This is an optimization exercise on Yosys and OpenROAD, whose aim is small area and a short achievable clock period, not a production implementation. In this exercise RTL edits were held to simulation tests only and were not proved equivalent to the original. Power is estimated from default activity; no workload was simulated.

==> flow/config.mk <==
export PLATFORM = sky130hd
export DESIGN_NAME = invIp
export DESIGN_NICKNAME = invIp
export VERILOG_FILES = /design/flow/design.v
export SDC_FILE = /design/flow/constraint.sdc
export NUM_CORES = 4
export LEC_CHECK = 0
export CAP_MARGIN = 20
export CORE_MARGIN = 2
export CORE_UTILIZATION = 40
export SLEW_MARGIN = 20
==> flow/constraint.sdc <==
create_clock -name core_clock -period 10.5 [get_ports {clk}]
set_input_delay 2.1000 -clock core_clock [delete_from_list [all_inputs] [get_ports {clk}]]
set_output_delay 2.1000 -clock core_clock [all_outputs]
set_load 0.01 [all_outputs]
==> flow/design.v <==
`timescale 1ns/100ps
module invTable (
    input  logic [9:0] key,
    output logic [5:0] inverse
);
  logic new_n17, new_n18, new_n19, new_n20, new_n21, new_n22, new_n23,
    new_n24, new_n25, new_n26, new_n27, new_n28, new_n29, new_n30, new_n31,
    new_n32, new_n33, new_n34, new_n35, new_n36, new_n37, new_n38, new_n39,
    new_n40, new_n41, new_n42, new_n43, new_n44, new_n45, new_n46, new_n47,
    new_n48, new_n49, new_n50, new_n51, new_n52, new_n53, new_n54, new_n55,
    new_n56, new_n57, new_n58, new_n59, new_n60, new_n61, new_n62, new_n63,
    new_n64, new_n65, new_n66, new_n67, new_n68, new_n69, new_n70, new_n71,
    new_n72, new_n73, new_n74, new_n75, new_n76, new_n77, new_n78, new_n79,
    new_n80, new_n81, new_n82, new_n83, new_n84, new_n85, new_n86, new_n87,
    new_n88, new_n89, new_n90, new_n91, new_n92, new_n93, new_n94, new_n95,
    new_n96, new_n97, new_n98, new_n99, new_n100, new_n101, new_n102,
    new_n103, new_n104, new_n105, new_n106, new_n107, new_n108, new_n109,
    new_n110, new_n111, new_n113, new_n114, new_n115, new_n116, new_n117,
    new_n118, new_n119, new_n120, new_n121, new_n122, new_n123, new_n124,
    new_n125, new_n126, new_n127, new_n128, new_n129, new_n130, new_n131,
    new_n132, new_n133, new_n134, new_n135, new_n136, new_n137, new_n138,
    new_n139, new_n140, new_n141, new_n142, new_n143, new_n144, new_n145,
    new_n146, new_n147, new_n148, new_n149, new_n150, new_n151, new_n152,
    new_n153, new_n154, new_n155, new_n156, new_n157, new_n158, new_n159,
    new_n160, new_n161, new_n162, new_n163, new_n164, new_n165, new_n166,
    new_n167, new_n168, new_n169, new_n170, new_n171, new_n172, new_n173,
    new_n174, new_n175, new_n176, new_n177, new_n178, new_n179, new_n180,
    new_n181, new_n182, new_n183, new_n184, new_n185, new_n186, new_n187,
    new_n188, new_n189, new_n190, new_n191, new_n192, new_n193, new_n194,
    new_n195, new_n196, new_n197, new_n198, new_n199, new_n200, new_n201,
    new_n202, new_n203, new_n204, new_n205, new_n206, new_n207, new_n208,
    new_n209, new_n210, new_n212, new_n213, new_n214, new_n215, new_n216,
    new_n217, new_n218, new_n219, new_n220, new_n221, new_n222, new_n223,
    new_n224, new_n225, new_n226, new_n227, new_n228, new_n229, new_n230,
    new_n231, new_n232, new_n233, new_n234, new_n235, new_n236, new_n237,
    new_n238, new_n239, new_n240, new_n241, new_n242, new_n243, new_n244,
    new_n245, new_n246, new_n247, new_n248, new_n249, new_n250, new_n251,
    new_n252, new_n253, new_n254, new_n255, new_n256, new_n257, new_n258,
    new_n259, new_n260, new_n261, new_n262, new_n263, new_n264, new_n265,
    new_n266, new_n267, new_n268, new_n269, new_n270, new_n271, new_n272,
    new_n273, new_n274, new_n275, new_n276, new_n277, new_n278, new_n279,
    new_n280, new_n281, new_n282, new_n283, new_n284, new_n285, new_n286,
    new_n287, new_n288, new_n289, new_n290, new_n291, new_n292, new_n293,
    new_n294, new_n295, new_n296, new_n297, new_n298, new_n299, new_n300,
    new_n301, new_n303, new_n304, new_n305, new_n306, new_n307, new_n308,
    new_n309, new_n310, new_n311, new_n312, new_n313, new_n314, new_n315,
    new_n316, new_n317, new_n318, new_n319, new_n320, new_n321, new_n322,
    new_n323, new_n324, new_n325, new_n326, new_n327, new_n328, new_n329,
    new_n330, new_n331, new_n332, new_n333, new_n334, new_n335, new_n336,
    new_n337, new_n338, new_n339, new_n340, new_n341, new_n342, new_n343,
    new_n344, new_n345, new_n346, new_n347, new_n348, new_n349, new_n350,
    new_n351, new_n352, new_n353, new_n354, new_n355, new_n356, new_n357,
    new_n358, new_n359, new_n360, new_n361, new_n362, new_n363, new_n364,
    new_n365, new_n366, new_n367, new_n368, new_n369, new_n370, new_n371,
    new_n372, new_n373, new_n374, new_n375, new_n376, new_n377, new_n378,
    new_n379, new_n380, new_n381, new_n383, new_n384, new_n385, new_n386,
    new_n387, new_n388, new_n389, new_n390, new_n391, new_n392, new_n393,
    new_n394, new_n395, new_n396, new_n397, new_n398, new_n399, new_n400,
    new_n401, new_n402, new_n403, new_n404, new_n405, new_n406, new_n407,
    new_n408, new_n409, new_n410, new_n411, new_n412, new_n413, new_n414,
    new_n415, new_n416, new_n417, new_n418, new_n419, new_n420, new_n421,
    new_n422, new_n423, new_n424, new_n425, new_n426, new_n427, new_n428,
    new_n429, new_n430, new_n431, new_n432, new_n433, new_n434, new_n435,
    new_n436, new_n437, new_n438, new_n439, new_n440, new_n441, new_n442,
    new_n443, new_n444, new_n445, new_n446, new_n447, new_n448, new_n449,
    new_n450, new_n451, new_n452, new_n453, new_n454, new_n455, new_n456,
    new_n457, new_n458, new_n459, new_n460, new_n461, new_n462, new_n463,
    new_n464, new_n465, new_n467, new_n468, new_n469, new_n470, new_n471,
    new_n472, new_n473, new_n474, new_n475, new_n476, new_n477, new_n478,
    new_n479, new_n480, new_n481, new_n482, new_n483, new_n484, new_n485,
    new_n486, new_n487, new_n488, new_n489, new_n490, new_n491, new_n492,
    new_n493, new_n494, new_n495, new_n496, new_n497, new_n498, new_n499,
    new_n500, new_n501, new_n502, new_n503, new_n504, new_n505, new_n506,
    new_n507, new_n508, new_n509, new_n510, new_n511, new_n512, new_n513,
    new_n514, new_n515, new_n516, new_n517, new_n518, new_n519, new_n520,
    new_n521, new_n522, new_n523, new_n524, new_n525, new_n526, new_n527,
    new_n528, new_n529, new_n530, new_n531, new_n532, new_n533, new_n534,
    new_n535, new_n536;
  assign new_n17 = key[5] & ~key[2];
  assign new_n18 = key[4] & key[3];
  assign new_n19 = new_n17 & new_n18;
  assign new_n20 = ~key[0] & ~new_n19;
  assign new_n21 = key[6] & key[5];
  assign new_n22 = key[8] & ~key[7];
  assign new_n23 = ~key[5] & ~new_n22;
  assign new_n24 = key[3] & ~new_n23;
  assign new_n25 = ~new_n21 & new_n24;
  assign new_n26 = key[6] & ~key[4];
  assign new_n27 = key[7] & ~key[3];
  assign new_n28 = ~key[4] & new_n27;
  assign new_n29 = ~key[6] & ~new_n28;
  assign new_n30 = ~new_n26 & ~new_n29;
  assign new_n31 = ~key[5] & new_n30;
  assign new_n32 = ~new_n25 & ~new_n31;
  assign new_n33 = ~key[2] & ~new_n32;
  assign new_n34 = key[8] & key[2];
  assign new_n35 = ~key[6] & ~new_n34;
  assign new_n36 = key[9] & key[7];
  assign new_n37 = ~key[5] & ~key[4];
  assign new_n38 = new_n36 & new_n37;
  assign new_n39 = key[7] & ~key[4];
  assign new_n40 = ~key[6] & new_n39;
  assign new_n41 = ~new_n38 & ~new_n40;
  assign new_n42 = ~new_n35 & ~new_n41;
  assign new_n43 = key[1] & ~new_n42;
  assign new_n44 = ~new_n33 & new_n43;
  assign new_n45 = ~key[3] & key[2];
  assign new_n46 = new_n36 & new_n45;
  assign new_n47 = new_n37 & new_n46;
  assign new_n48 = key[7] & ~key[6];
  assign new_n49 = ~key[3] & new_n48;
  assign new_n50 = new_n34 & new_n49;
  assign new_n51 = ~key[1] & ~new_n50;
  assign new_n52 = key[8] & ~key[2];
  assign new_n53 = key[4] & ~key[3];
  assign new_n54 = new_n52 & new_n53;
  assign new_n55 = ~key[7] & new_n45;
  assign new_n56 = ~key[8] & new_n55;
  assign new_n57 = ~new_n54 & ~new_n56;
  assign new_n58 = new_n51 & new_n57;
  assign new_n59 = ~new_n47 & new_n58;
  assign new_n60 = ~new_n44 & ~new_n59;
  assign new_n61 = new_n20 & ~new_n60;
  assign new_n62 = key[5] & key[1];
  assign new_n63 = ~key[4] & ~key[3];
  assign new_n64 = key[9] & ~key[8];
  assign new_n65 = new_n63 & new_n64;
  assign new_n66 = ~key[6] & key[2];
  assign new_n67 = ~key[3] & new_n26;
  assign new_n68 = ~new_n66 & ~new_n67;
  assign new_n69 = new_n65 & new_n68;
  assign new_n70 = ~key[8] & ~key[6];
  assign new_n71 = key[3] & ~new_n70;
  assign new_n72 = ~new_n52 & new_n71;
  assign new_n73 = ~new_n69 & ~new_n72;
  assign new_n74 = new_n62 & ~new_n73;
  assign new_n75 = ~key[1] & new_n42;
  assign new_n76 = key[6] & ~key[3];
  assign new_n77 = ~key[2] & key[1];
  assign new_n78 = key[2] & ~key[1];
  assign new_n79 = ~new_n77 & ~new_n78;
  assign new_n80 = new_n76 & ~new_n79;
  assign new_n81 = key[8] & ~key[3];
  assign new_n82 = ~key[7] & new_n81;
  assign new_n83 = ~key[6] & ~key[1];
  assign new_n84 = key[5] & ~new_n83;
  assign new_n85 = ~new_n82 & ~new_n84;
  assign new_n86 = ~new_n80 & new_n85;
  assign new_n87 = key[4] & ~new_n86;
  assign new_n88 = ~new_n75 & ~new_n87;
  assign new_n89 = ~key[6] & ~key[5];
  assign new_n90 = ~key[4] & ~key[2];
  assign new_n91 = ~key[1] & ~new_n90;
  assign new_n92 = ~new_n63 & new_n91;
  assign new_n93 = new_n89 & new_n92;
  assign new_n94 = new_n88 & ~new_n93;
  assign new_n95 = key[0] & new_n94;
  assign new_n96 = ~new_n74 & new_n95;
  assign new_n97 = ~new_n61 & ~new_n96;
  assign new_n98 = ~key[5] & new_n22;
  assign new_n99 = ~new_n38 & ~new_n98;
  assign new_n100 = key[6] & key[1];
  assign new_n101 = ~key[3] & new_n100;
  assign new_n102 = ~new_n99 & new_n101;
  assign new_n103 = key[4] & key[2];
  assign new_n104 = key[6] & key[0];
  assign new_n105 = ~key[8] & key[3];
  assign new_n106 = ~new_n104 & new_n105;
  assign new_n107 = ~new_n103 & ~new_n106;
  assign new_n108 = key[5] & ~key[1];
  assign new_n109 = ~new_n66 & new_n108;
  assign new_n110 = ~new_n107 & new_n109;
  assign new_n111 = ~new_n102 & ~new_n110;
  assign inverse[5] = new_n97 | ~new_n111;
  assign new_n113 = ~key[5] & ~key[1];
  assign new_n114 = key[9] & new_n104;
  assign new_n115 = key[3] & key[2];
  assign new_n116 = key[7] & new_n115;
  assign new_n117 = new_n114 & new_n116;
  assign new_n118 = new_n113 & ~new_n117;
  assign new_n119 = key[4] & new_n76;
  assign new_n120 = ~new_n81 & ~new_n119;
  assign new_n121 = key[4] & new_n120;
  assign new_n122 = key[0] & new_n39;
  assign new_n123 = new_n76 & new_n122;
  assign new_n124 = ~key[2] & ~key[0];
  assign new_n125 = key[2] & key[0];
  assign new_n126 = ~new_n124 & ~new_n125;
  assign new_n127 = new_n65 & new_n126;
  assign new_n128 = new_n108 & ~new_n127;
  assign new_n129 = ~new_n123 & new_n128;
  assign new_n130 = ~new_n121 & new_n129;
  assign new_n131 = key[7] & ~new_n70;
  assign new_n132 = ~key[0] & ~new_n26;
  assign new_n133 = new_n131 & new_n132;
  assign new_n134 = key[5] & ~key[4];
  assign new_n135 = ~key[8] & ~key[0];
  assign new_n136 = ~key[5] & ~new_n135;
  assign new_n137 = ~new_n134 & ~new_n136;
  assign new_n138 = ~new_n133 & ~new_n137;
  assign new_n139 = key[2] & ~new_n138;
  assign new_n140 = ~key[7] & ~key[2];
  assign new_n141 = key[5] & ~new_n68;
  assign new_n142 = ~new_n140 & ~new_n141;
  assign new_n143 = ~key[8] & ~new_n142;
  assign new_n144 = key[3] & ~key[2];
  assign new_n145 = ~key[4] & ~new_n144;
  assign new_n146 = ~key[6] & ~new_n145;
  assign new_n147 = key[8] & key[6];
  assign new_n148 = ~key[9] & ~key[2];
  assign new_n149 = new_n147 & new_n148;
  assign new_n150 = ~new_n146 & ~new_n149;
  assign new_n151 = ~key[5] & ~new_n150;
  assign new_n152 = ~new_n143 & ~new_n151;
  assign new_n153 = key[0] & ~new_n152;
  assign new_n154 = key[1] & ~new_n153;
  assign new_n155 = ~new_n139 & new_n154;
  assign new_n156 = ~new_n130 & ~new_n155;
  assign new_n157 = ~key[5] & key[3];
  assign new_n158 = key[9] & ~new_n140;
  assign new_n159 = new_n157 & ~new_n158;
  assign new_n160 = ~new_n156 & ~new_n159;
  assign new_n161 = ~new_n118 & ~new_n160;
  assign new_n162 = ~key[3] & key[1];
  assign new_n163 = key[6] & key[2];
  assign new_n164 = ~key[8] & new_n163;
  assign new_n165 = new_n42 & ~new_n163;
  assign new_n166 = key[7] & key[6];
  assign new_n167 = ~new_n64 & ~new_n166;
  assign new_n168 = key[5] & new_n90;
  assign new_n169 = ~new_n167 & new_n168;
  assign new_n170 = ~new_n165 & ~new_n169;
  assign new_n171 = ~new_n164 & new_n170;
  assign new_n172 = new_n162 & ~new_n171;
  assign new_n173 = key[3] & ~key[1];
  assign new_n174 = ~new_n38 & ~new_n66;
  assign new_n175 = new_n173 & ~new_n174;
  assign new_n176 = ~key[1] & new_n144;
  assign new_n177 = key[2] & key[1];
  assign new_n178 = ~key[3] & new_n177;
  assign new_n179 = ~new_n176 & ~new_n178;
  assign new_n180 = new_n26 & ~new_n179;
  assign new_n181 = key[8] & key[3];
  assign new_n182 = new_n37 & ~new_n181;
  assign new_n183 = new_n78 & ~new_n182;
  assign new_n184 = ~new_n180 & ~new_n183;
  assign new_n185 = ~key[7] & ~new_n184;
  assign new_n186 = new_n20 & ~new_n185;
  assign new_n187 = ~new_n175 & new_n186;
  assign new_n188 = ~new_n172 & new_n187;
  assign new_n189 = key[8] & key[5];
  assign new_n190 = ~key[7] & ~key[1];
  assign new_n191 = new_n63 & new_n190;
  assign new_n192 = ~new_n189 & ~new_n191;
  assign new_n193 = new_n163 & ~new_n192;
  assign new_n194 = new_n49 & new_n52;
  assign new_n195 = key[9] & ~new_n134;
  assign new_n196 = ~new_n64 & new_n144;
  assign new_n197 = ~new_n195 & new_n196;
  assign new_n198 = ~new_n194 & ~new_n197;
  assign new_n199 = key[9] & ~key[3];
  assign new_n200 = new_n39 & new_n163;
  assign new_n201 = ~key[1] & new_n140;
  assign new_n202 = ~new_n200 & ~new_n201;
  assign new_n203 = new_n199 & ~new_n202;
  assign new_n204 = key[4] & ~key[1];
  assign new_n205 = new_n140 & new_n204;
  assign new_n206 = key[0] & ~new_n205;
  assign new_n207 = ~new_n203 & new_n206;
  assign new_n208 = new_n198 & new_n207;
  assign new_n209 = ~new_n193 & new_n208;
  assign new_n210 = ~new_n188 & ~new_n209;
  assign inverse[4] = new_n161 | new_n210;
  assign new_n212 = new_n17 & new_n82;
  assign new_n213 = ~key[6] & ~key[4];
  assign new_n214 = new_n181 & new_n213;
  assign new_n215 = ~new_n37 & ~new_n214;
  assign new_n216 = key[7] & ~key[2];
  assign new_n217 = ~new_n65 & ~new_n216;
  assign new_n218 = ~new_n55 & new_n217;
  assign new_n219 = ~new_n215 & ~new_n218;
  assign new_n220 = ~new_n141 & ~new_n157;
  assign new_n221 = new_n164 & ~new_n220;
  assign new_n222 = ~key[9] & key[8];
  assign new_n223 = ~key[5] & key[2];
  assign new_n224 = new_n222 & new_n223;
  assign new_n225 = new_n53 & new_n189;
  assign new_n226 = ~new_n224 & ~new_n225;
  assign new_n227 = ~new_n69 & new_n226;
  assign new_n228 = new_n51 & new_n227;
  assign new_n229 = ~new_n221 & new_n228;
  assign new_n230 = ~new_n219 & new_n229;
  assign new_n231 = new_n166 & new_n189;
  assign new_n232 = key[5] & key[2];
  assign new_n233 = ~key[4] & key[1];
  assign new_n234 = ~new_n232 & new_n233;
  assign new_n235 = ~new_n162 & ~new_n234;
  assign new_n236 = ~key[9] & key[5];
  assign new_n237 = ~new_n157 & ~new_n236;
  assign new_n238 = ~key[2] & ~new_n21;
  assign new_n239 = new_n237 & new_n238;
  assign new_n240 = ~new_n149 & new_n239;
  assign new_n241 = key[7] & ~key[5];
  assign new_n242 = new_n199 & new_n241;
  assign new_n243 = ~key[7] & ~key[6];
  assign new_n244 = key[2] & ~new_n243;
  assign new_n245 = ~new_n242 & new_n244;
  assign new_n246 = ~new_n98 & new_n245;
  assign new_n247 = ~new_n240 & ~new_n246;
  assign new_n248 = ~new_n235 & ~new_n247;
  assign new_n249 = ~new_n231 & new_n248;
  assign new_n250 = ~new_n230 & ~new_n249;
  assign new_n251 = new_n103 & new_n241;
  assign new_n252 = ~new_n17 & ~new_n34;
  assign new_n253 = new_n25 & new_n252;
  assign new_n254 = ~new_n251 & ~new_n253;
  assign new_n255 = ~new_n250 & new_n254;
  assign new_n256 = ~new_n212 & new_n255;
  assign new_n257 = key[0] & ~new_n256;
  assign new_n258 = new_n26 & ~new_n62;
  assign new_n259 = ~key[3] & ~new_n124;
  assign new_n260 = ~new_n258 & ~new_n259;
  assign new_n261 = ~key[7] & ~new_n63;
  assign new_n262 = new_n260 & new_n261;
  assign new_n263 = new_n177 & new_n181;
  assign new_n264 = ~key[8] & new_n162;
  assign new_n265 = key[9] & new_n83;
  assign new_n266 = ~new_n264 & ~new_n265;
  assign new_n267 = key[2] & ~new_n266;
  assign new_n268 = key[6] & ~new_n181;
  assign new_n269 = ~new_n100 & ~new_n268;
  assign new_n270 = ~new_n83 & new_n216;
  assign new_n271 = new_n269 & new_n270;
  assign new_n272 = ~new_n267 & ~new_n271;
  assign new_n273 = new_n134 & ~new_n272;
  assign new_n274 = new_n76 & new_n224;
  assign new_n275 = ~key[8] & ~key[2];
  assign new_n276 = key[6] & ~new_n275;
  assign new_n277 = ~new_n213 & ~new_n276;
  assign new_n278 = ~key[5] & new_n277;
  assign new_n279 = ~new_n200 & ~new_n278;
  assign new_n280 = key[1] & ~new_n279;
  assign new_n281 = ~new_n274 & ~new_n280;
  assign new_n282 = ~new_n273 & new_n281;
  assign new_n283 = ~new_n263 & new_n282;
  assign new_n284 = ~key[0] & ~new_n283;
  assign new_n285 = new_n81 & ~new_n213;
  assign new_n286 = ~new_n105 & ~new_n285;
  assign new_n287 = key[1] & ~new_n286;
  assign new_n288 = key[6] & key[4];
  assign new_n289 = new_n135 & new_n204;
  assign new_n290 = ~new_n288 & ~new_n289;
  assign new_n291 = ~new_n287 & new_n290;
  assign new_n292 = new_n17 & ~new_n291;
  assign new_n293 = key[6] & new_n36;
  assign new_n294 = ~new_n114 & ~new_n293;
  assign new_n295 = new_n113 & new_n144;
  assign new_n296 = new_n294 & new_n295;
  assign new_n297 = key[4] & new_n115;
  assign new_n298 = ~new_n296 & ~new_n297;
  assign new_n299 = ~new_n292 & new_n298;
  assign new_n300 = ~new_n284 & new_n299;
  assign new_n301 = ~new_n262 & new_n300;
  assign inverse[3] = new_n257 | ~new_n301;
  assign new_n303 = key[3] & key[1];
  assign new_n304 = new_n241 & ~new_n303;
  assign new_n305 = new_n100 & new_n232;
  assign new_n306 = ~new_n304 & ~new_n305;
  assign new_n307 = key[4] & key[0];
  assign new_n308 = ~new_n83 & new_n307;
  assign new_n309 = key[3] & ~new_n148;
  assign new_n310 = ~new_n124 & new_n309;
  assign new_n311 = ~new_n308 & ~new_n310;
  assign new_n312 = ~new_n306 & ~new_n311;
  assign new_n313 = key[9] & ~new_n76;
  assign new_n314 = key[7] & ~new_n313;
  assign new_n315 = ~key[4] & ~key[0];
  assign new_n316 = ~new_n314 & new_n315;
  assign new_n317 = key[4] & new_n157;
  assign new_n318 = ~new_n232 & ~new_n317;
  assign new_n319 = ~key[0] & new_n318;
  assign new_n320 = ~new_n316 & ~new_n319;
  assign new_n321 = ~key[9] & new_n237;
  assign new_n322 = ~new_n213 & ~new_n321;
  assign new_n323 = new_n52 & ~new_n322;
  assign new_n324 = key[1] & ~new_n243;
  assign new_n325 = ~new_n62 & ~new_n324;
  assign new_n326 = ~key[8] & ~new_n241;
  assign new_n327 = ~new_n134 & new_n326;
  assign new_n328 = ~new_n212 & ~new_n327;
  assign new_n329 = ~new_n325 & new_n328;
  assign new_n330 = ~new_n323 & new_n329;
  assign new_n331 = ~new_n203 & new_n330;
  assign new_n332 = new_n17 & new_n105;
  assign new_n333 = ~key[9] & new_n157;
  assign new_n334 = ~new_n63 & new_n70;
  assign new_n335 = ~new_n333 & ~new_n334;
  assign new_n336 = ~new_n332 & new_n335;
  assign new_n337 = new_n48 & new_n144;
  assign new_n338 = key[4] & new_n52;
  assign new_n339 = ~key[5] & new_n338;
  assign new_n340 = ~new_n337 & ~new_n339;
  assign new_n341 = ~key[1] & ~new_n274;
  assign new_n342 = new_n340 & new_n341;
  assign new_n343 = new_n336 & new_n342;
  assign new_n344 = ~new_n331 & ~new_n343;
  assign new_n345 = ~new_n320 & ~new_n344;
  assign new_n346 = ~new_n27 & ~new_n48;
  assign new_n347 = ~new_n52 & new_n346;
  assign new_n348 = ~new_n18 & ~new_n347;
  assign new_n349 = ~new_n178 & new_n348;
  assign new_n350 = key[5] & ~new_n349;
  assign new_n351 = ~key[7] & key[1];
  assign new_n352 = new_n62 & new_n275;
  assign new_n353 = ~new_n351 & ~new_n352;
  assign new_n354 = ~key[3] & ~new_n163;
  assign new_n355 = ~new_n353 & ~new_n354;
  assign new_n356 = ~key[3] & ~key[1];
  assign new_n357 = new_n90 & ~new_n356;
  assign new_n358 = new_n98 & new_n357;
  assign new_n359 = new_n66 & new_n157;
  assign new_n360 = key[0] & ~new_n359;
  assign new_n361 = ~new_n358 & new_n360;
  assign new_n362 = ~new_n69 & new_n361;
  assign new_n363 = ~new_n90 & ~new_n144;
  assign new_n364 = ~new_n223 & new_n363;
  assign new_n365 = new_n83 & ~new_n105;
  assign new_n366 = ~new_n364 & new_n365;
  assign new_n367 = new_n362 & ~new_n366;
  assign new_n368 = ~new_n355 & new_n367;
  assign new_n369 = ~new_n350 & new_n368;
  assign new_n370 = ~new_n345 & ~new_n369;
  assign new_n371 = ~new_n27 & new_n268;
  assign new_n372 = ~new_n189 & ~new_n371;
  assign new_n373 = new_n78 & ~new_n372;
  assign new_n374 = new_n98 & new_n373;
  assign new_n375 = new_n126 & new_n189;
  assign new_n376 = ~key[8] & new_n125;
  assign new_n377 = ~new_n375 & ~new_n376;
  assign new_n378 = new_n356 & ~new_n377;
  assign new_n379 = new_n39 & new_n378;
  assign new_n380 = ~new_n374 & ~new_n379;
  assign new_n381 = ~new_n370 & new_n380;
  assign inverse[2] = new_n312 | ~new_n381;
  assign new_n383 = ~key[4] & ~new_n135;
  assign new_n384 = ~key[2] & ~new_n383;
  assign new_n385 = key[3] & new_n126;
  assign new_n386 = ~new_n275 & new_n385;
  assign new_n387 = ~new_n384 & ~new_n386;
  assign new_n388 = new_n351 & ~new_n387;
  assign new_n389 = ~new_n148 & new_n264;
  assign new_n390 = key[4] & new_n177;
  assign new_n391 = ~key[1] & new_n53;
  assign new_n392 = ~new_n390 & ~new_n391;
  assign new_n393 = ~new_n389 & new_n392;
  assign new_n394 = ~new_n126 & ~new_n393;
  assign new_n395 = key[8] & new_n28;
  assign new_n396 = ~key[0] & new_n78;
  assign new_n397 = new_n395 & new_n396;
  assign new_n398 = ~new_n394 & ~new_n397;
  assign new_n399 = ~key[8] & new_n177;
  assign new_n400 = ~new_n173 & ~new_n178;
  assign new_n401 = ~new_n190 & new_n315;
  assign new_n402 = ~new_n400 & new_n401;
  assign new_n403 = ~key[6] & ~new_n402;
  assign new_n404 = ~new_n399 & new_n403;
  assign new_n405 = new_n122 & new_n264;
  assign new_n406 = ~new_n181 & ~new_n405;
  assign new_n407 = ~new_n122 & ~new_n124;
  assign new_n408 = ~key[1] & new_n407;
  assign new_n409 = ~new_n406 & ~new_n408;
  assign new_n410 = ~new_n79 & ~new_n125;
  assign new_n411 = ~key[7] & new_n410;
  assign new_n412 = ~new_n132 & ~new_n411;
  assign new_n413 = ~new_n409 & new_n412;
  assign new_n414 = ~new_n404 & ~new_n413;
  assign new_n415 = key[8] & ~new_n233;
  assign new_n416 = new_n144 & ~new_n415;
  assign new_n417 = ~new_n351 & ~new_n416;
  assign new_n418 = ~key[6] & key[0];
  assign new_n419 = ~new_n417 & new_n418;
  assign new_n420 = key[5] & ~new_n419;
  assign new_n421 = ~new_n414 & new_n420;
  assign new_n422 = new_n398 & new_n421;
  assign new_n423 = new_n45 & ~new_n307;
  assign new_n424 = ~new_n316 & ~new_n423;
  assign new_n425 = new_n293 & ~new_n424;
  assign new_n426 = ~key[7] & ~new_n199;
  assign new_n427 = ~new_n36 & new_n52;
  assign new_n428 = ~new_n426 & ~new_n427;
  assign new_n429 = key[0] & ~new_n428;
  assign new_n430 = ~key[1] & ~new_n429;
  assign new_n431 = ~key[0] & ~new_n22;
  assign new_n432 = new_n259 & ~new_n431;
  assign new_n433 = ~new_n116 & ~new_n432;
  assign new_n434 = ~new_n104 & ~new_n433;
  assign new_n435 = new_n430 & ~new_n434;
  assign new_n436 = ~new_n425 & new_n435;
  assign new_n437 = new_n28 & ~new_n222;
  assign new_n438 = ~new_n34 & new_n437;
  assign new_n439 = key[0] & new_n438;
  assign new_n440 = ~new_n46 & ~new_n146;
  assign new_n441 = ~key[0] & ~new_n440;
  assign new_n442 = new_n124 & new_n222;
  assign new_n443 = key[1] & ~new_n18;
  assign new_n444 = ~new_n442 & new_n443;
  assign new_n445 = ~key[4] & new_n82;
  assign new_n446 = ~key[9] & key[2];
  assign new_n447 = ~new_n116 & ~new_n446;
  assign new_n448 = ~new_n445 & new_n447;
  assign new_n449 = new_n104 & ~new_n448;
  assign new_n450 = new_n444 & ~new_n449;
  assign new_n451 = ~new_n441 & new_n450;
  assign new_n452 = ~new_n439 & new_n451;
  assign new_n453 = ~new_n436 & ~new_n452;
  assign new_n454 = ~new_n55 & new_n164;
  assign new_n455 = ~key[5] & ~new_n454;
  assign new_n456 = ~new_n453 & new_n455;
  assign new_n457 = ~new_n422 & ~new_n456;
  assign new_n458 = key[2] & new_n147;
  assign new_n459 = ~new_n70 & ~new_n458;
  assign new_n460 = ~new_n18 & ~new_n459;
  assign new_n461 = new_n91 & ~new_n460;
  assign new_n462 = key[3] & new_n446;
  assign new_n463 = ~new_n461 & ~new_n462;
  assign new_n464 = key[0] & ~new_n463;
  assign new_n465 = ~new_n457 & ~new_n464;
  assign inverse[1] = new_n388 | ~new_n465;
  assign new_n467 = ~new_n49 & ~new_n264;
  assign new_n468 = new_n17 & new_n60;
  assign new_n469 = ~new_n169 & ~new_n223;
  assign new_n470 = ~new_n468 & new_n469;
  assign new_n471 = ~new_n467 & ~new_n470;
  assign new_n472 = ~new_n77 & ~new_n169;
  assign new_n473 = ~new_n83 & new_n105;
  assign new_n474 = ~new_n243 & ~new_n473;
  assign new_n475 = ~new_n395 & new_n474;
  assign new_n476 = ~new_n472 & ~new_n475;
  assign new_n477 = new_n70 & new_n232;
  assign new_n478 = ~new_n130 & new_n477;
  assign new_n479 = ~new_n476 & ~new_n478;
  assign new_n480 = ~key[4] & ~new_n395;
  assign new_n481 = new_n21 & ~new_n480;
  assign new_n482 = new_n38 & new_n176;
  assign new_n483 = ~new_n481 & ~new_n482;
  assign new_n484 = key[0] & new_n483;
  assign new_n485 = new_n479 & new_n484;
  assign new_n486 = ~new_n373 & new_n485;
  assign new_n487 = ~new_n471 & new_n486;
  assign new_n488 = ~key[3] & ~new_n241;
  assign new_n489 = new_n204 & ~new_n488;
  assign new_n490 = ~new_n83 & ~new_n216;
  assign new_n491 = new_n236 & ~new_n490;
  assign new_n492 = ~new_n489 & ~new_n491;
  assign new_n493 = new_n166 & new_n356;
  assign new_n494 = ~new_n243 & ~new_n493;
  assign new_n495 = new_n232 & ~new_n494;
  assign new_n496 = ~key[0] & ~new_n495;
  assign new_n497 = ~new_n390 & new_n496;
  assign new_n498 = key[8] & new_n351;
  assign new_n499 = key[9] & ~new_n498;
  assign new_n500 = new_n163 & ~new_n499;
  assign new_n501 = new_n162 & new_n288;
  assign new_n502 = ~new_n500 & ~new_n501;
  assign new_n503 = ~key[5] & ~new_n502;
  assign new_n504 = new_n89 & ~new_n303;
  assign new_n505 = ~new_n356 & ~new_n504;
  assign new_n506 = ~new_n242 & new_n505;
  assign new_n507 = new_n90 & ~new_n506;
  assign new_n508 = ~new_n105 & new_n140;
  assign new_n509 = ~new_n498 & new_n508;
  assign new_n510 = ~new_n507 & ~new_n509;
  assign new_n511 = ~new_n62 & ~new_n189;
  assign new_n512 = ~new_n63 & ~new_n78;
  assign new_n513 = ~key[6] & ~new_n512;
  assign new_n514 = new_n120 & ~new_n513;
  assign new_n515 = ~new_n511 & new_n514;
  assign new_n516 = new_n115 & ~new_n131;
  assign new_n517 = ~new_n515 & ~new_n516;
  assign new_n518 = new_n510 & new_n517;
  assign new_n519 = ~new_n503 & new_n518;
  assign new_n520 = new_n497 & new_n519;
  assign new_n521 = new_n492 & new_n520;
  assign new_n522 = ~new_n487 & ~new_n521;
  assign new_n523 = new_n189 & new_n233;
  assign new_n524 = new_n113 & ~new_n181;
  assign new_n525 = ~new_n222 & new_n524;
  assign new_n526 = ~new_n523 & ~new_n525;
  assign new_n527 = key[6] & ~new_n217;
  assign new_n528 = ~new_n526 & new_n527;
  assign new_n529 = new_n81 & ~new_n83;
  assign new_n530 = ~key[7] & key[5];
  assign new_n531 = ~new_n529 & new_n530;
  assign new_n532 = new_n177 & new_n242;
  assign new_n533 = ~key[8] & new_n103;
  assign new_n534 = ~new_n532 & ~new_n533;
  assign new_n535 = ~new_n531 & new_n534;
  assign new_n536 = ~new_n528 & new_n535;
  assign inverse[0] = new_n522 | ~new_n536;
endmodule
`timescale 1ns/100ps
module invIp (
    input  logic                  clk,
    input  logic                  arstN,
    input  logic                  inValid,
    input  logic [6-1:0] in1,
    input  logic [6-1:0] in2,
    output logic                  outValid,
    output logic [6-1:0] outInv
);
    localparam int W = 6;
    localparam int L = (6 + 2);
    logic [L-1:0] validPipe;
    always_ff @(posedge clk or negedge arstN) begin
        if (!arstN) begin
            validPipe <= '0;
        end else begin
            validPipe <= {validPipe[L-2:0], inValid};
        end
    end
    assign outValid = validPipe[L-1];
    logic [W-1:0] opA;
    logic [W-1:0] opB;
    always_ff @(posedge clk) begin
        opA <= in1;
        opB <= in2;
    end
    logic [W:0]   diff;
    logic         aBigger;
    logic [W-1:0] number;
    logic [W-2:0] absHigh;
    logic [W-2:0] oddRepHigh;
    assign diff    = {1'b0, opA} - {1'b0, opB};
    assign aBigger = ~diff[W];
    assign number  = aBigger ? opB : opA;
    assign absHigh = aBigger ? diff[W-1:1] : ~diff[W-1:1];
    assign oddRepHigh = number[0] ? number[W-1:1] : absHigh;
    logic [W-2:0] pHigh1;
    logic [W-2:0] rHigh1;
    logic         negate1;
    always_ff @(posedge clk) begin
        pHigh1  <= aBigger ? opA[W-1:1] : opB[W-1:1];
        rHigh1  <= oddRepHigh;
        negate1 <= ~number[0];
    end
    logic [W-1:0] rInv;
    invTable tableI (
        .key     ({pHigh1, rHigh1}),
        .inverse (rInv)
    );
    logic [W-1:0] rInv2;
    logic [W-2:0] pHigh2;
    logic         negate2;
    always_ff @(posedge clk) begin
        rInv2   <= rInv;
        pHigh2  <= pHigh1;
        negate2 <= negate1;
    end
    logic [W-1:0] result;
    assign result = negate2 ? {pHigh2, 1'b1} - rInv2 : rInv2;
    logic [W-1:0] resPipe [L-3];
    always_ff @(posedge clk) begin
        resPipe[0] <= result;
        for (int i = 1; i < L - 3; i++) resPipe[i] <= resPipe[i-1];
    end
    assign outInv = resPipe[L-4];
endmodule
==> flow/flow/run.sh <==
#!/bin/bash
# Standard ORFS layout (the standard.sh, standard synthesis), with these changes:
# - no full/half-adder extraction in synthesis (ADDER_MAP_FILE empty) and ABC's area script;
# - port buffers are buf_2 instead of the resizer's default pick (a slow delay buffer);
# - repair_timing aims for extra setup slack, so the layout is optimised well below
#   the 10.5 ns constraint the design is signed off at.
set -euo pipefail
bash standard.sh \
  ADDER_MAP_FILE= \
  ABC_AREA=1 \
  "BUFFER_PORTS_ARGS=-buffer_cell sky130_fd_sc_hd__buf_2" \
  SETUP_SLACK_MARGIN=7.6 \
  finish > standard.log 2>&1
==> flow/standard.sh <==
#!/bin/bash
# synth_recipe.tcl (not shown) runs the flow's synth.tcl, then flattens the netlist and writes it again
# the make line also repeats each setting of config.mk as NAME=value (left out here)
make -C /OpenROAD-flow-scripts/flow DESIGN_CONFIG=/design/flow/config.mk WORK_HOME=/design/flow/orfs CLKGATE_MAP_FILE= SYNTH_SCRIPT=/design/flow/synth_recipe.tcl "${@:-finish}"
==> results.toml, run 1 <==
[global_routing]
antenna_found_initial = 0
grt_pass1_vias = 4399
track_usage = 0.271
grt_start_max_net_pins = 26
grt_pass1_wl_um = 23100
grt-ovfl-total = 0

[clock_tree]
clk_path_buf_depth = 2
postCtsSetupBuffers = 0
clk_latency_ns = 0.34
tritoncts = "built"
clock_sink_count = 73
h-tree-depth = 3
cts_buffers = 9
ctsRootBufferMaster = "clkbuf_8"
ctsHoldBuffers = 0
path_clk_slew_ns = 0.09

[critical_path]
path_max_fanout = 1
required_ns = 8.40
cp.arrival_ns = 0.84
worst-path-buf-inv = 1
end_kind = "output pin"
path_delay_family = "flip-flops"
slowest_delay_ns = 0.36
path_class = "flop to output pin"
critPathLaunchType = "flop"
cpMaxStageDelayCell = "dfrtp_1"
crit_chain = "buf_2"

[hold_path]
hold_path_class = "flop to flop"

[route]
num_vias = 4620
routed_wl_um = 14800
viasPerCell = 5.89
drc = 0
postRouteAntennaNets = 0
drt_pass1_iterations = 6
wl_per_cell_um = 18.9
drt_iter0_markers = 645

[timing]
fin_skew_ns = 0.0147
hold_viol = 0
max_freq_mhz = 341
period_needed_ns = 2.94
fin_crit_sh = 0.280
max-slew-margin-rel = 0.443
drv_slew = 0
fin_setup_tns_ns = 0
setup_viol = 0
worst_pin_slew_ns = 0.834
whs_ns = 0.325
rsz0062_at_grt = "true"

[final_layout]
n_fill_cell = 1035
area_growth_pct = 9.55
fin_nets = 662
layout_common_cells = "nand2_1, nor2_1, dfxtp_1"
final_common_cell = "nand2_1"
multi_input_area_um2 = 2190
fin_cells = 785
layout-drive-gt1-share = 0.0890
final-seq-area_um2 = 1500
num_antenna_cells = 0

[placed_design]
place_inst = 769
gp_congestion = 1.12
hpwl_um = 10700
portBuffers = 21

[power]
pwr_density_cell_nw_per_um2 = 240
p_total_uw = 1070
vdd_ir_drop_max_mv = 0.117
static-leakage-power_uw = 0.00216

[synth]
syn_inst = 635
avgSynthCellArea_um2 = 6.44
synth_cell_types = 40
seq_area_frac_synth = 0.367
synth_top_area_cell = "dfxtp_1"
syn-num-nets = 650
yosysTopAreaCellShare = 0.318
yosys-top-cells-area = "dfxtp_1, nand2_1, o21ai_0"
ys_seq_elements = 73
synth_warnings = 2
synth_area_um2 = 4090

[floorplan]
ios = 22
die_width_um = 105
die_area_um2 = 11000
die_y_um = 105
fp-row-count = 36
start_util = 0.414
core_um2 = 9860

[run_status]
status = "no timing/DRC/antenna violations"

[run]
cap_violations = 0
==> cells by family after synthesis <==
group / share of synthesized area
AO/OA/AOI/OAI: 0.181
XOR/XNOR: 0.0254
buffers and inverters: 0.0974
flip-flops: 0.367
AND/OR/NAND/NOR: 0.329
==> timing repair <==
| item | in CTS | in global routing |
|---|---|---|
| hold endpoints to repair | 0 | 0 |
| gates resized for setup | 0 | 4 |
| endpoints found under the setup margin | 1 | 5 |
==> final cells by class <==
class / instances / area share
clock inverters: 7 / 0.0173
well taps: 133 / 0.0372
clock buffers: 9 / 0.0277
multi-input cells: 469 / 0.489
inverters: 66 / 0.0553
repair buffers: 28 / 0.0380
flip-flops and latches: 73 / 0.336
==> sequential cells by signal, summed over array words and instances (netlist names) <==
name / flops
rInv2: 6
rHigh1: 5
resPipe: 30
opA: 6
negate1: 1
validPipe: 8
pHigh2: 5
negate2: 1
opB: 6
pHigh1: 5
==> routing by layer <==
metal  vias to the layer above  GRT usage  part of all wire
met2                       353      0.423              0.43
met1                      2073      0.328              0.38
li1                       2100          -                 -
met3                        94     0.0643              0.12
met5                         -          0                 0
met4                         0      0.186             0.069
==> cell usage after synthesis <==
library cell	instances
nand2_1	192
nor2_1	73
dfxtp_1	65
inv_1	62
o21ai_0	55
nand3_1	37
a21oi_1	30
buf_2	18
nand4_1	12
a31oi_1	9
dfrtp_1	8
nor3_1	8
o211ai_1	7
o21ai_1	6
buf_4	5
o31ai_1	5
xnor2_1	5
xor2_1	5
nor2_2	3
o221ai_1	3
o22ai_1	3
clkbuf_1	2
clkinv_1	2
inv_2	2
nand2_2	2
o21bai_1	2
a211oi_1	1
a21oi_2	1
a221oi_1	1
a31o_2	1
a32o_1	1
and2_1	1
buf_1	1
buf_6	1
nor4_1	1
o21a_1	1
o21ai_4	1
o32ai_1	1
or2_2	1
xor2_2	1
==> metrics by stage <==
stage / setup WS (ns) / util / instance area, um2
after floorplan: 8.02 / - / 4090
after global placement: 7.94 / 0.432 / 4260
after detailed placement: 7.93 / 0.432 / 4260
after CTS: 7.55 / 0.452 / 4460
after global routing: 7.52 / 0.454 / 4480
final: 7.56 / 0.454 / 4480
==> report_power, final <==
| group | internal (uW) | switching, uW | leakage (uW) |
|---|---|---|---|
| registers | 364 | 43.1 | 0.000641 |
| clock network | 112 | 113 | 0.000101 |
| logic | 132 | 309 | 0.00142 |
==> final timing paths <==
| path | from | to | slack, ns | depth (start not counted) |
|---|---|---|---|---|
| max | validPipe[7]$_DFF_PN0_ | outValid | 7.56 | 1 |
| min | resPipe[1][5]$_DFF_P_ | resPipe[2][5]$_DFF_P_ | 0.33 | 0 |
| max reg2reg | rHigh1[3]$_DFF_P_ | rInv2[3]$_DFF_P_ | 7.97 | 9 |
| min reg2reg | resPipe[1][5]$_DFF_P_ | resPipe[2][5]$_DFF_P_ | 0.33 | 0 |
| max in group asynchronous | arstN | validPipe[3]$_DFF_PN0_ | 8.76 | 1 |
| min in group asynchronous | arstN | validPipe[7]$_DFF_PN0_ | 1.57 | 1 |
==> worst reg2reg max path, delay by kind of cell, from the launching register on <==
| kind | cells | cell delay (ns) |
|---|---|---|
| AOI/OAI and AO/OA | 3 | 0.54 |
| and+or+nand+nor | 6 | 1.03 |
| DFF | 1 | 0.85 |
==> inputs of run 2 (changes only) <==
==> flow/flow/run.sh (replaced) <==
#!/bin/bash
# Layout flow: the standard.sh (ORFS, standard synthesis) with these changes:
# - synthesis without full/half-adder extraction (ADDER_MAP_FILE empty), ABC area script;
# - after synthesis the combinational logic is re-mapped by ABC with an area-oriented
#   script (flow/remap.ys, flow/area.script); every flip-flop keeps its instance name and cell;
# - port buffers are buf_2 instead of the resizer's default pick (a slow delay buffer);
# - repair_timing aims for extra setup slack, so the layout is optimised well below
#   the 10.5 ns constraint the design is signed off at.
# Each step's output goes to its own log in this folder (ORFS's per-step logs are under orfs/logs).
set -euo pipefail
HERE=$(pwd)
ARGS=(ADDER_MAP_FILE= ABC_AREA=1 "BUFFER_PORTS_ARGS=-buffer_cell sky130_fd_sc_hd__buf_2" SETUP_SLACK_MARGIN=7.6)
RES=$HERE/orfs/results/sky130hd/invIp/base

bash standard.sh "${ARGS[@]}" synth > synth.log 2>&1

cp $RES/1_2_yosys.v $HERE/1_2_yosys.standard.v
LIB=$FLOW_HOME/platforms/sky130hd/lib/sky130_fd_sc_hd__tt_025C_1v80.lib \
NETLIST_IN=$HERE/1_2_yosys.standard.v NETLIST_OUT=$RES/1_2_yosys.v \
REPORT_DIR=$HERE ABC_SCRIPT=$HERE/flow/area.script \
  yosys -c $HERE/flow/remap.ys > remap.log 2>&1
rm -f $RES/1_synth.odb $RES/1_synth.sdc

bash standard.sh "${ARGS[@]}" finish > standard.log 2>&1
==> flow/flow/area.script (new file) <==
strash
dc2
&get -n
&deepsyn -T 20
&put
dch
map -a
topo
stime -c
==> flow/flow/remap.ys (new file) <==
# Re-map the combinational logic of ORFS's synthesized netlist with ABC's area flow.
yosys -import
# Flip-flops (and tie cells) are kept as they are, under the same instance names.
read_liberty -ignore_miss_func $::env(LIB)
blackbox sky130_fd_sc_hd__df* sky130_fd_sc_hd__conb_1
read_verilog $::env(NETLIST_IN)
hierarchy -top invIp
flatten
hierarchy -top invIp
opt_clean -purge
read_liberty -lib -overwrite $::env(LIB)
tee -o $::env(REPORT_DIR)/remap_before.txt stat -liberty $::env(LIB)
abc -liberty $::env(LIB) -dont_use *probe* -dont_use *lpflow* -script $::env(ABC_SCRIPT)
splitnets
opt_clean -purge
hilomap -singleton -hicell sky130_fd_sc_hd__conb_1 HI -locell sky130_fd_sc_hd__conb_1 LO
insbuf -buf sky130_fd_sc_hd__buf_4 A X
opt_clean -purge
tee -o $::env(REPORT_DIR)/remap_after.txt stat -liberty $::env(LIB)
check -assert
# left out here: hide names made inside functions
write_verilog -noattr -nohex -nodec $::env(NETLIST_OUT)
==> results.toml, run 2 <==
[global_routing]
antenna_found_initial = 0
grt_pass1_wl_um = 21100
grt_pass1_vias = 4001
grt_start_max_net_pins = 27
track_usage = 0.277
grt-ovfl-total = 0

[final_layout]
final_common_cell = "nor2_1"
num_antenna_cells = 0
layout-drive-gt1-share = 0.112
largestRegisters = "resPipe: 30 flops, validPipe: 8 flops"
fin_nets = 571
area_growth_pct = 14.8
layout_common_cells = "nor2_1, clkinv_1, dfxtp_1"
largest_register = "resPipe"
largest_reg_flops = 30

[power]
vdd_ir_drop_max_mv = 0.0883
pwr_density_cell_nw_per_um2 = 230
static-leakage-power_uw = 0.00159

[timing]
fin_crit_sh = 0.281
rsz0062_at_grt = "true"
drv_slew = 0
period_needed_ns = 2.95
hold_viol = 0
max-slew-margin-rel = 0.562
fin_setup_tns_ns = 0
fin_skew_ns = 0.00799
setup_viol = 0
max_freq_mhz = 338
fin_ws_ns = 7.55
worst_pin_slew_ns = 0.655

[route]
drt_pass1_iterations = 9
postRouteAntennaNets = 0
viasPerCell = 6.39
routed_wl_um = 13600
wl_per_cell_um = 20.3
drt_iter0_markers = 760
num_vias = 4272
drc = 0

[clock_tree]
clk_path_buf_depth = 2
cts_buffers = 9
clk_latency_ns = 0.35
clock_sink_count = 73
ctsHoldBuffers = 0
ctsRootBufferMaster = "clkbuf_8"
path_clk_slew_ns = 0.08
tritoncts = "built"
h-tree-depth = 3

[critical_path]
critPathLaunchType = "flop"
slowest_delay_ns = 0.46
cp.arrival_ns = 3.25
path_max_fanout = 15
path_class = "flop to flop"
crit_chain = "buf_4 -> clkinv_1 -> nor2_1 -> clkinv_1 -> nor2_1 -> o211ai_1 -> a21oi_1 -> o32ai_1 -> nor3_1 -> o32a_2 -> o22ai_1 -> nand4_1"
required_ns = 10.79
end_kind = "flop"
cpMaxStageDelayCell = "clkinv_1"

[synth]
syn-num-nets = 528
synth_warnings = 2
syn_inst = 513
avgSynthCellArea_um2 = 7.15
synth_area_um2 = 3670

[floorplan]
fp-row-count = 34
die_y_um = 99.8
ios = 22
core_um2 = 8810
die_width_um = 99.8
die_area_um2 = 9960
start_util = 0.417

[run]
cap_violations = 0

[placed_design]
hpwl_um = 9510
gp_congestion = 1.05
pre_cts_slack_ns = 7.40
portBuffers = 21

[hold_path]
hold_path_class = "flop to flop"

[run_status]
status = "no timing/DRC/antenna violations"
==> run 2: changes by cell type in the layout (fill, tap and decap cells not counted), sizes merged, moves of 6 or more <==
| cell | previous run | this run |
|---|---|---|
| nand3 | 37 | 15 |
| nor3 | 8 | 14 |
| nor2 | 76 | 94 |
| o22ai | 3 | 11 |
| nand4 | 12 | 3 |
| nand2 | 194 | 62 |
| o21ai | 62 | 44 |
| inv | 67 | 3 |
| a32oi | 0 | 6 |
| a21oi | 31 | 48 |
| clkinv | 4 | 72 |
==> run 2: per-stage QoR <==
stage	hold slack (ns)	utilization	std cells	total power, uW	cell area, um2
6_report	0.329	0.478	669	969	4210
5_1_grt	0.335	0.478	669	1020	4210
4_1_cts	0.326	0.474	668	954	4180
3_5_place_dp	0.312	0.453	652	745	3990
3_3_place_gp	0.310	0.453	652	764	3990
2_1_floorplan	0.310	-	513	620	3670
==> run 2: area by class of cell <==
type	count	area (um2)
Fill cell	896	4590
Clock buffer	9	124
Sequential cell	73	1500
Clock inverter	7	61.3
Timing Repair Buffer	32	188
Tap cell	108	135
Inverter	71	274
Multi-Input combinational cell	369	1930
==> run 2: path summary, 6_finish.rpt <==
check | slack [ns] | from | cells past startpoint | end
setup / recovery | 7.55 | pHigh1[2]$_DFF_P_ | 12 | rInv2[0]$_DFF_P_
hold / removal | 0.33 | resPipe[0][0]$_DFF_P_ | 0 | resPipe[1][0]$_DFF_P_
setup reg to reg | 7.55 | pHigh1[2]$_DFF_P_ | 12 | rInv2[0]$_DFF_P_
hold reg to reg | 0.33 | resPipe[0][0]$_DFF_P_ | 0 | resPipe[1][0]$_DFF_P_
max in group asynchronous | 8.78 | arstN | 1 | validPipe[1]$_DFF_PN0_
min in group asynchronous | 1.57 | arstN | 1 | validPipe[7]$_DFF_PN0_
==> run 2: worst max-delay path: cells and delay by family (launching register included) <==
kind                   cells  cell delay, ns
AO/OA/AOI/OAI              5            0.88
flip-flops                 1            0.32
buffers and inverters      3            0.90
AND/OR/NAND/NOR            4            0.79
==> run 2: repair_timing <==
item	CTS	global route
setup endpoints to repair	6	15
resized for setup	4	8
buffers inserted	0	1
pin swaps	0	1
cloned	0	0
==> run 2: power breakdown <==
group | switching [uW] | internal, uW | total [uW] | leakage [uW]
sequential | 25.9 | 362 | 388 | 0.000641
combinational | 264 | 112 | 376 | 0.000857
clock | 115 | 89.7 | 205 | 0.0000884
total | 405 | 564 | 969 | 0.00159
==> run 2: metal layers <==
metal,global-route usage,part of all wire,routed length [um]
met2,0.412,0.41,5530
met1,0.342,0.37,5020
met5,0,0,0
met3,0.107,0.15,2010
met4,0.160,0.076,1030
==> inputs of run 3 (changes only) <==
--- a/flow/flow/run.sh
+++ b/flow/flow/run.sh
@@ -1,7 +1,7 @@
 #!/bin/bash
 # Layout flow: the standard.sh (ORFS, standard synthesis) with these changes:
 # - synthesis without full/half-adder extraction (ADDER_MAP_FILE empty), ABC area script;
-# - after synthesis the combinational logic is re-mapped by ABC with an area-oriented
+# - after synthesis the combinational logic is re-mapped by ABC (delay-bounded mapping after area optimisation)
 #   script (flow/remap.ys, flow/area.script); every flip-flop keeps its instance name and cell;
 # - port buffers are buf_2 instead of the resizer's default pick (a slow delay buffer);
 # - repair_timing aims for extra setup slack, so the layout is optimised well below
@@ -9,7 +9,7 @@
 # Each step's output goes to its own log in this folder (ORFS's per-step logs are under orfs/logs).
 set -euo pipefail
 HERE=$(pwd)
-ARGS=(ADDER_MAP_FILE= ABC_AREA=1 "BUFFER_PORTS_ARGS=-buffer_cell sky130_fd_sc_hd__buf_2" SETUP_SLACK_MARGIN=7.6)
+ARGS=(ADDER_MAP_FILE= ABC_AREA=1 "BUFFER_PORTS_ARGS=-buffer_cell sky130_fd_sc_hd__buf_2" SETUP_SLACK_MARGIN=7.7)
 RES=$HERE/orfs/results/sky130hd/invIp/base
 
 bash standard.sh "${ARGS[@]}" synth > synth.log 2>&1
==> flow/flow/area.script (replaced) <==
strash
dc2
&get -n
&deepsyn -T 20
&put
dch
map -D 1200
topo
stime -c
==> results.toml, run 3 <==
[power]
clockPowerShare = 0.215
switchingPower_uw = 413
p_comb_frac = 0.362
switching_share = 0.422
internal_power_uw = 564
pwr-share-seq = 0.423
vdd_ir_drop_max_mv = 0.0973
static-leakage-power_uw = 0.00162
pwr_density_cell_nw_per_um2 = 235

[final_layout]
num_antenna_cells = 0
layout_common_cells = "nand2_1, nor2_1, dfxtp_1"
largestRegisters = "resPipe: 30 flops, validPipe: 8 flops"
fin_nets = 565
final-seq-area_um2 = 1510
area_growth_pct = 13.3
largest_reg_flops = 30
final_common_cell = "nand2_1"
layout-drive-gt1-share = 0.106
multi_input_area_um2 = 1950
n_fill_cell = 912
largest_register = "resPipe"

[route]
postRouteAntennaNets = 0
drt_pass1_iterations = 7
viasPerCell = 6.60
drt_iter0_markers = 788
wl_per_cell_um = 21.5
num_vias = 4373
drc = 0
routed_wl_um = 14300

[critical_path]
end_kind = "output pin"
critPathLaunchType = "flop"
path_delay_family = "flip-flops"
path_class = "flop to output pin"
rr_startpoint = "rHigh1[3]$_DFF_P_"
timing.critical_path.from = "validPipe[7]$_DFF_PN0_"
slowest_delay_ns = 0.37
crit_chain = "buf_2"
path_max_fanout = 1
cpMaxStageDelayCell = "dfrtp_1"
worst-path-buf-inv = 1
cp.arrival_ns = 0.83
required_ns = 8.40

[global_routing]
grt_pass1_vias = 4068
track_usage = 0.288
antenna_found_initial = 0
grt-ovfl-total = 0
grt_start_max_net_pins = 24
grt_pass1_wl_um = 21700

[clock_tree]
ctsHoldBuffers = 0
h-tree-depth = 3
clk_latency_ns = 0.35
path_clk_slew_ns = 0.08
cts_buffers = 9
tritoncts = "built"
ctsRootBufferMaster = "clkbuf_8"
clk_path_buf_depth = 2
postCtsSetupBuffers = 0
clock_sink_count = 73

[hold_path]
min_from = "resPipe[2][2]$_DFF_P_"
hold_path_class = "flop to flop"

[synth]
synth_area_um2 = 3670
syn_inst = 514
syn-num-nets = 529
avgSynthCellArea_um2 = 7.14
synth_warnings = 2

[floorplan]
die_y_um = 99.8
start_util = 0.417
die_width_um = 99.8
die_area_um2 = 9950
core_um2 = 8810
fp-row-count = 34
ios = 22

[timing]
hold_viol = 0
max_freq_mhz = 341
fin_setup_tns_ns = 0
max-slew-margin-rel = 0.586
fin_ws_ns = 7.57
period_needed_ns = 2.93
fin_crit_sh = 0.279
worst_pin_slew_ns = 0.619
rsz0062_at_grt = "true"
fin_skew_ns = 0.0198
setup_viol = 0
drv_slew = 0

[placed_design]
pre_cts_slack_ns = 7.24
hpwl_um = 10200
portBuffers = 21
gp_congestion = 1.11

[run_status]
status = "no timing/DRC/antenna violations"

[run]
cap_violations = 0
-- run 3: final cells by class --
type                       instances  share of cell area
clock inverter                     7              0.0147
multi-input combinational        384               0.470
inverter                          57              0.0563
tap                              108              0.0325
timing repair buffer              25              0.0340
sequential                        73               0.363
clock buffer                       9              0.0298
-- run 3: timing repair --
| item | CTS | global route |
|---|---|---|
| resized for setup | 5 | 10 |
| setup endpoints to repair | 13 | 13 |
| pin swaps | 0 | 0 |
-- run 3: metal layers --
metal / wire length (um) / global-route usage / vias to the layer above
li1: - / - / 1891
met4: 1180 / 0.193 / 0
met5: 0 / 0 / -
met2: 5920 / 0.430 / 415
met3: 1970 / 0.100 / 126
met1: 5190 / 0.350 / 1941
-- run 3: power groups by stage --
stage	clock network, uW	registers, uW	logic [uW]
global placement	0	415	345
finish	210	413	354
detailed placement	0	415	329
global route	229	421	376
floorplan	0	412	206
CTS	216	410	330
-- run 3: worst paths after layout --
path                                     endpoint  slack [ns]  depth (start not counted)
hold / removal              resPipe[3][2]$_DFF_P_        0.33                          0
max in group asynchronous  validPipe[3]$_DFF_PN0_        8.76                          1
hold reg to reg             resPipe[3][2]$_DFF_P_        0.33                          0
setup reg to reg                 rInv2[3]$_DFF_P_        7.66                          8
setup / recovery                         outValid        7.57                          1
min in group asynchronous  validPipe[7]$_DFF_PN0_        1.58                          1
-- run 3: stage by stage --
step            util  hold slack (ns)  cells  area, um2  total power [uW]
6_report       0.472            0.333    663       4160               977
5_1_grt        0.472            0.326    663       4160              1030
4_1_cts        0.469            0.335    663       4130               956
3_5_place_dp   0.447            0.313    647       3940               744
3_3_place_gp   0.447            0.310    647       3940               760
2_1_floorplan      -            0.310    514       3670               618
==> inputs of run 4 (changes only) <==
--- a/flow/design.v
+++ b/flow/design.v
@@ -619,49 +619,45 @@
         end
     end
     assign outValid = validPipe[L-1];
-    logic [W-1:0] opA;
-    logic [W-1:0] opB;
-    always_ff @(posedge clk) begin
-        opA <= in1;
-        opB <= in2;
-    end
-    logic [W:0]   diff;
     logic         aBigger;
-    logic [W-1:0] number;
-    logic [W-2:0] absHigh;
-    logic [W-2:0] oddRepHigh;
-    assign diff    = {1'b0, opA} - {1'b0, opB};
-    assign aBigger = ~diff[W];
-    assign number  = aBigger ? opB : opA;
-    assign absHigh = aBigger ? diff[W-1:1] : ~diff[W-1:1];
-    assign oddRepHigh = number[0] ? number[W-1:1] : absHigh;
-    logic [W-2:0] pHigh1;
-    logic [W-2:0] rHigh1;
-    logic         negate1;
+    logic [W-2:0] diffAB;
+    logic [W-2:0] diffBA;
+    logic [W-2:0] pHigh;
+    logic [W-2:0] nHigh;
+    logic         nOdd;
+    assign aBigger = (in1 > in2);
+    assign diffAB  = in1[W-1:1] - in2[W-1:1];
+    assign diffBA  = in2[W-1:1] - in1[W-1:1];
+    assign pHigh   = aBigger ? in1[W-1:1] : in2[W-1:1];
+    assign nHigh   = aBigger ? in2[W-1:1] : in1[W-1:1];
+    assign nOdd    = aBigger ? in2[0] : in1[0];
+    logic [W-2:0] pHigh0;
+    logic [W-2:0] rHigh0;
+    logic         negate0;
     always_ff @(posedge clk) begin
-        pHigh1  <= aBigger ? opA[W-1:1] : opB[W-1:1];
-        rHigh1  <= oddRepHigh;
-        negate1 <= ~number[0];
+        pHigh0  <= pHigh;
+        rHigh0  <= nOdd ? nHigh : (aBigger ? diffAB : diffBA);
+        negate0 <= ~nOdd;
     end
     logic [W-1:0] rInv;
     invTable tableI (
-        .key     ({pHigh1, rHigh1}),
+        .key     ({pHigh0, rHigh0}),
         .inverse (rInv)
     );
-    logic [W-1:0] rInv2;
-    logic [W-2:0] pHigh2;
-    logic         negate2;
+    logic [W-1:0] rInv1;
+    logic [W-2:0] pHigh1;
+    logic         negate1;
     always_ff @(posedge clk) begin
-        rInv2   <= rInv;
-        pHigh2  <= pHigh1;
-        negate2 <= negate1;
+        rInv1   <= rInv;
+        pHigh1  <= pHigh0;
+        negate1 <= negate0;
     end
     logic [W-1:0] result;
-    assign result = negate2 ? {pHigh2, 1'b1} - rInv2 : rInv2;
-    logic [W-1:0] resPipe [L-3];
+    assign result = negate1 ? {pHigh1, 1'b1} - rInv1 : rInv1;
+    logic [W-1:0] resPipe [L-2];
     always_ff @(posedge clk) begin
         resPipe[0] <= result;
-        for (int i = 1; i < L - 3; i++) resPipe[i] <= resPipe[i-1];
+        for (int i = 1; i < L - 2; i++) resPipe[i] <= resPipe[i-1];
     end
-    assign outInv = resPipe[L-4];
+    assign outInv = resPipe[L-3];
 endmodule
--- a/flow/flow/run.sh
+++ b/flow/flow/run.sh
@@ -1,8 +1,8 @@
 #!/bin/bash
 # Layout flow: the standard.sh (ORFS, standard synthesis) with these changes:
 # - synthesis without full/half-adder extraction (ADDER_MAP_FILE empty), ABC area script;
-# - after synthesis the combinational logic is re-mapped by ABC (delay-bounded mapping after area optimisation)
-#   script (flow/remap.ys, flow/area.script); every flip-flop keeps its instance name and cell;
+# - after synthesis the combinational logic is re-mapped by ABC (area optimisation, then
+#   delay-bounded mapping: flow/remap.ys, flow/area.script); every flip-flop keeps its name and cell;
 # - port buffers are buf_2 instead of the resizer's default pick (a slow delay buffer);
 # - repair_timing aims for extra setup slack, so the layout is optimised well below
 #   the 10.5 ns constraint the design is signed off at.
==> results.toml, run 4 <==
[critical_path]
end_kind = "flop"
required_ns = 10.71
timing.rr.end = "rInv1[3]$_DFF_P_"
critPathLaunchType = "input pin"
path_max_fanout = 7
path_class = "input pin to flop"
reg2reg_depth = 8
cp.arrival_ns = 3.55
rr_startpoint = "rHigh0[4]$_DFF_P_"
reg2reg_slack_ns = 7.57

[global_routing]
grt_start_max_net_pins = 22
antenna_found_initial = 0
grt_pass1_wl_um = 20400
track_usage = 0.269
grt_pass1_vias = 4026
grt-ovfl-total = 0

[route]
routed_wl_um = 13000
num_vias = 4308
drc = 0
drt_pass1_iterations = 8
postRouteAntennaNets = 0
wl_per_cell_um = 19.3
viasPerCell = 6.38
drt_iter0_markers = 769

[clock_tree]
clk_path_buf_depth = 2
clock_sink_count = 67
ctsRootBufferMaster = "clkbuf_8"
clk_latency_ns = 0.33
tritoncts = "built"
cts_buffers = 9
path_clk_slew_ns = 0.08
h-tree-depth = 3
ctsHoldBuffers = 0

[timing]
drv_slew = 0
fin_crit_sh = 0.318
max_freq_mhz = 299
hold_viol = 0
rsz0062_at_grt = "true"
fin_ws_ns = 7.16
period_needed_ns = 3.34
setup_viol = 0
fin_skew_ns = 0.00904
fin_setup_tns_ns = 0
max-slew-margin-rel = 0.448
worst_pin_slew_ns = 0.826

[power]
p_total_uw = 1010
static-leakage-power_uw = 0.00171
vdd_ir_drop_max_mv = 0.115
pwr_density_cell_nw_per_um2 = 228

[floorplan]
fp-row-count = 34
ios = 22
die_y_um = 97.9
start_util = 0.408
die_width_um = 97.9
core_um2 = 8640
die_area_um2 = 9590

[final_layout]
largest_register = "resPipe"
largest_reg_flops = 36
layout_common_cells = "nor2_1, nand2_1, dfxtp_1"
n_fill_cell = 844
num_antenna_cells = 0
fin_cells = 675
fin_nets = 577
largestRegisters = "resPipe: 36 flops, validPipe: 8 flops, rInv1: 6 flops"
final_core_util = 0.512
area_growth_pct = 25.3
layout-drive-gt1-share = 0.189
final_common_cell = "nor2_1"

[run_status]
status = "no timing/DRC/antenna violations"

[hold_path]
holdPathEnd = "negate1$_DFF_P_"
hold_path_class = "flop to flop"
min_from = "negate0$_DFF_P_"
min_delay_path_depth = 0

[synth]
syn_inst = 508
synth_warnings = 2
syn-num-nets = 523
synth_area_um2 = 3530
avgSynthCellArea_um2 = 6.94

[run]
cap_violations = 0

[placed_design]
gp_congestion = 1.12
hpwl_um = 9030
place_inst = 644
pre_cts_slack_ns = 6.49
portBuffers = 21
## run 4: cell count changes in the layout (fill, tap and decap cells not counted), moves of 5 or more
cell	delta
a32oi_1	-7
o21ai_2	+5
o211ai_1	-5
o21ai_0	+5
nor2_1	+6
nand2_1	-33
buf_4	+16
nor2_4	+5
## run 4: worst max-delay path, cell delays in order
cell and delay (ns):
buf_12 0.10, clkinv_16 0.05, nor2_4 0.13, nor2_4 0.06
o21ai_4 0.06, nand4_1 0.11, buf_6 0.16, o21ai_4 0.24
nand3_2 0.10, o21ai_2 0.09, nand2_2 0.09, o21ai_2 0.07
o21ai_1 0.08, nand2_1 0.06, o32ai_1 0.06
## run 4: worst max-delay path by stage
stage | startpoint | endpoint | slack (ns)
floorplan | in1[2] | rHigh0[2]$_DFF_P_ | 6.95
global placement | in1[2] | rHigh0[2]$_DFF_P_ | 6.59
detailed placement | in1[2] | rHigh0[2]$_DFF_P_ | 6.49
CTS | in1[2] | rHigh0[2]$_DFF_P_ | 7.18
global route | in1[2] | rHigh0[2]$_DFF_P_ | 7.03
finish | in1[2] | rHigh0[2]$_DFF_P_ | 7.16
## run 4: power breakdown
part / switching, uW / total, uW / internal (uW)
clock network: 100 / 214 / 114
registers: 29.9 / 380 / 350
logic: 282 / 412 / 130
## run 4: metrics by stage
step | cell area, um2 | hold slack (ns)
floorplan | 3660 | 0.310
global placement | 3950 | 0.310
detailed placement | 3950 | 0.312
CTS | 4340 | 0.326
global route | 4420 | 0.329
finish | 4420 | 0.325
## run 4: cell type report
type / count / area, um2 / share of cell area
inverters: 69 / 337 / 0.0761
clock inverters: 7 / 80.1 / 0.0181
repair buffers: 43 / 305 / 0.0691
flip-flops and latches: 67 / 1380 / 0.313
clock buffers: 9 / 124 / 0.0280
well taps: 108 / 135 / 0.0306
multi-input cells: 372 / 2060 / 0.465
## run 4: routing by layer
metal	vias up	track usage	share of wire
li1	1904	-	-
met1	1875	0.338	0.36
met2	399	0.392	0.42
met3	130	0.110	0.15
met4	0	0.146	0.070
met5	-	0	0
## run 4: repair_timing
action	4_1_cts	5_1_grt
endpoints found under the setup margin	21	21
gates resized for setup	26	16
setup buffers	10	5
pin swaps	8	2

==> what the ideal ports hide <==
The results above use ideal ports. As a check the final layouts listed here were re-extracted and re-timed, cells and wires unchanged. Step 1 assumes that a clkbuf_16 drives the clock port and a buf_2 every other input. Step 2 moves the port delays by t, midway between the first and last clock arrival at a register: inputs arrive t later, outputs are due t later. That takes back most of the time a late clock gives input paths. Three values: ideal ports, drivers, drivers and shift; two values: the first two.
run	t, ns	slack for setup (ns)	worst data-port slew with drivers (ns)	cell pins on the clock port's net
run 1	0.365	7.564 / 7.532 / 7.897	0.03	1
run 2	0.379	7.546 / 7.527 / 7.546	0.03	1
run 3	0.371	7.568 / 7.537 / 7.660	0.03	1
run 4	0.350	7.160 / 7.120 / 6.770	0.06	1
After both steps setup and hold are still met in every run listed. The setup slack of run 4, which loses most, moves by -0.040 ns with the drivers and by -0.390 ns with both steps.
